Background: an optimization exercise with open tools, aiming at small area, a short achievable clock period and few clock cycles per item. Do not read the settings as production practice. Only simulation tests tie the RTL to the original design; equivalence was not proved. No activity file was given, so power comes from the tool's default toggle rates.

==> flow/design.v <==
`timescale 1ns/100ps
package dma_pkg;
   localparam int ADDR_W = 16;
   localparam int LEN_W  = 12;
   localparam int DESC_W = 2 * ADDR_W + LEN_W;
   typedef enum logic [2:0] {
      RD_IDLE,
      RD_ADDR,
      RD_DATA,
      RD_WAIT_WR,
      RD_ERROR
   } rd_state_t;
   typedef enum logic [1:0] {
      WR_IDLE,
      WR_BUS,
      WR_DONE
   } wr_state_t;
   typedef enum logic {
      OWN_RD,
      OWN_WR
   } bus_owner_t;
endpackage
`timescale 1ns/100ps
`timescale 1ns/100ps
`timescale 1ns/100ps
`timescale 1ns/100ps
`timescale 1ns/100ps
import dma_pkg::*;
module dma_top
#(
   parameter int DATA_W = 32
)(
   input  logic              clk,
   input  logic              reset_n,
   input  logic              desc_push,
   input  logic [ADDR_W-1:0] desc_src,
   input  logic [ADDR_W-1:0] desc_dst,
   input  logic [LEN_W-1:0]  desc_len,
   output logic              desc_full,
   output logic              m_cyc,
   output logic              m_stb,
   output logic              m_we,
   output logic [ADDR_W-1:0] m_adr,
   output logic [DATA_W-1:0] m_dat_w,
   input  logic [DATA_W-1:0] m_dat_r,
   input  logic              m_ack,
   input  logic              m_err,
   output logic              busy,
   output logic              error,
   output logic [15:0]       descriptor_count,
   output logic [2:0]        rd_state
);
   logic              run;         
   logic              we;          
   logic              err;         
   logic              busy_q;      
   logic [ADDR_W-1:0] adr;         
   logic [ADDR_W-1:0] nxt;         
   logic [LEN_W-1:0]  left;        
   logic [DATA_W-1:0] data;        
   logic [15:0]       count;
   logic idle, accept, ack, last;
   assign idle   = !run && !err;
   assign accept = idle && desc_push;
   assign ack    = run && m_ack;
   assign last   = (left == LEN_W'(1));
   always_ff @(posedge clk) begin
      if (!reset_n) begin
         run    <= 1'b0;
         err    <= 1'b0;
         busy_q <= 1'b0;
         count  <= '0;
      end else begin
         if (accept) begin
            run    <= 1'b1;
            busy_q <= 1'b1;
         end
         if (run && !we && m_err) begin
            run <= 1'b0;
            err <= 1'b1;
         end
         if (ack && we && last) begin
            run    <= 1'b0;
            busy_q <= 1'b0;
            count  <= count + 1'b1;
         end
      end
   end
   always_ff @(posedge clk) begin
      if (idle) begin
         we   <= 1'b0;
         adr  <= desc_src;
         nxt  <= desc_dst;
         left <= desc_len;
      end else if (ack) begin
         we  <= !we;
         adr <= nxt;
         nxt <= adr + 1'b1;
         if (we) left <= left - 1'b1;
      end
   end
   always_ff @(posedge clk) begin
      if (!we) data <= m_dat_r;
   end
   assign desc_full        = busy_q;
   assign busy             = busy_q;
   assign error            = err;
   assign rd_state         = {err, 1'b0, run};
   assign m_cyc            = run;
   assign m_stb            = run;
   assign m_we             = we;
   assign m_adr            = adr;
   assign m_dat_w          = data;
   assign descriptor_count = count;
endmodule
==> flow/config.mk <==
export PLATFORM = sky130hd
export DESIGN_NAME = dma_top
export DESIGN_NICKNAME = dma_top
export VERILOG_FILES = /design/flow/design.v
export SDC_FILE = /design/flow/constraint.sdc
export NUM_CORES = 4
export LEC_CHECK = 0
export CAP_MARGIN = 20
export CORE_MARGIN = 2
export CORE_UTILIZATION = 40
export SETUP_SLACK_MARGIN = 4.2
export SLEW_MARGIN = 20
==> flow/constraint.sdc <==
create_clock -name core_clock -period 6.0 [get_ports {clk}]
set_input_delay 1.2000 -clock core_clock [delete_from_list [all_inputs] [get_ports {clk}]]
set_output_delay 1.2000 -clock core_clock [all_outputs]
set_load 0.01 [all_outputs]
run.sh (not shown) runs the stock make flow with config.mk's settings and CLKGATE_MAP_FILE= SYNTH_SCRIPT=/design/flow/synth_recipe.tcl, a recipe that flattens the netlist after the stock synthesis.
The baseline completed with no timing, DRC or antenna violations.
Testbench counts at the start, summed over its fixed seeds: cycles 134,319, words 23,295.
Then changed:
--- a/flow/config.mk
+++ b/flow/config.mk
@@ -9,4 +9,3 @@
 export CORE_MARGIN = 2
 export CORE_UTILIZATION = 40
-export SETUP_SLACK_MARGIN = 4.2
 export SLEW_MARGIN = 20
Effect:
- The changed run passed the timing, design-rule and antenna checks
- via count shrinks by 7.4%
- non-clock buffer count goes down by 65
- final cell count goes down by 9.2%
- total power falls by 4.1%

[re-timing with driven ports]
No port has a modelled driver above. Below, the same layouts with a new extraction and two added sets of constraints.
Step 1 assumes that a clkbuf_16 drives the clock port and a buf_2 every other input.
Step 2 times the ports against the registers' clock, not the clock port: input delays grow and output delays shrink by t, the midpoint of the rising clock arrivals with the driver on.
Slacks: ideal / step 1 / step 2; pairs: ideal / step 1.
run	t, ns	setup WS [ns]	worst setup path at the end
the first run	0.395	3.788 / 3.754 / 3.495	input to register
the second run	0.380	3.247 / 3.212 / 2.885	input to register
After both steps setup and hold are still met in every run listed. For the second run, which loses most, drivers alone change the setup slack by -0.035 ns; drivers and shift together by -0.362 ns.
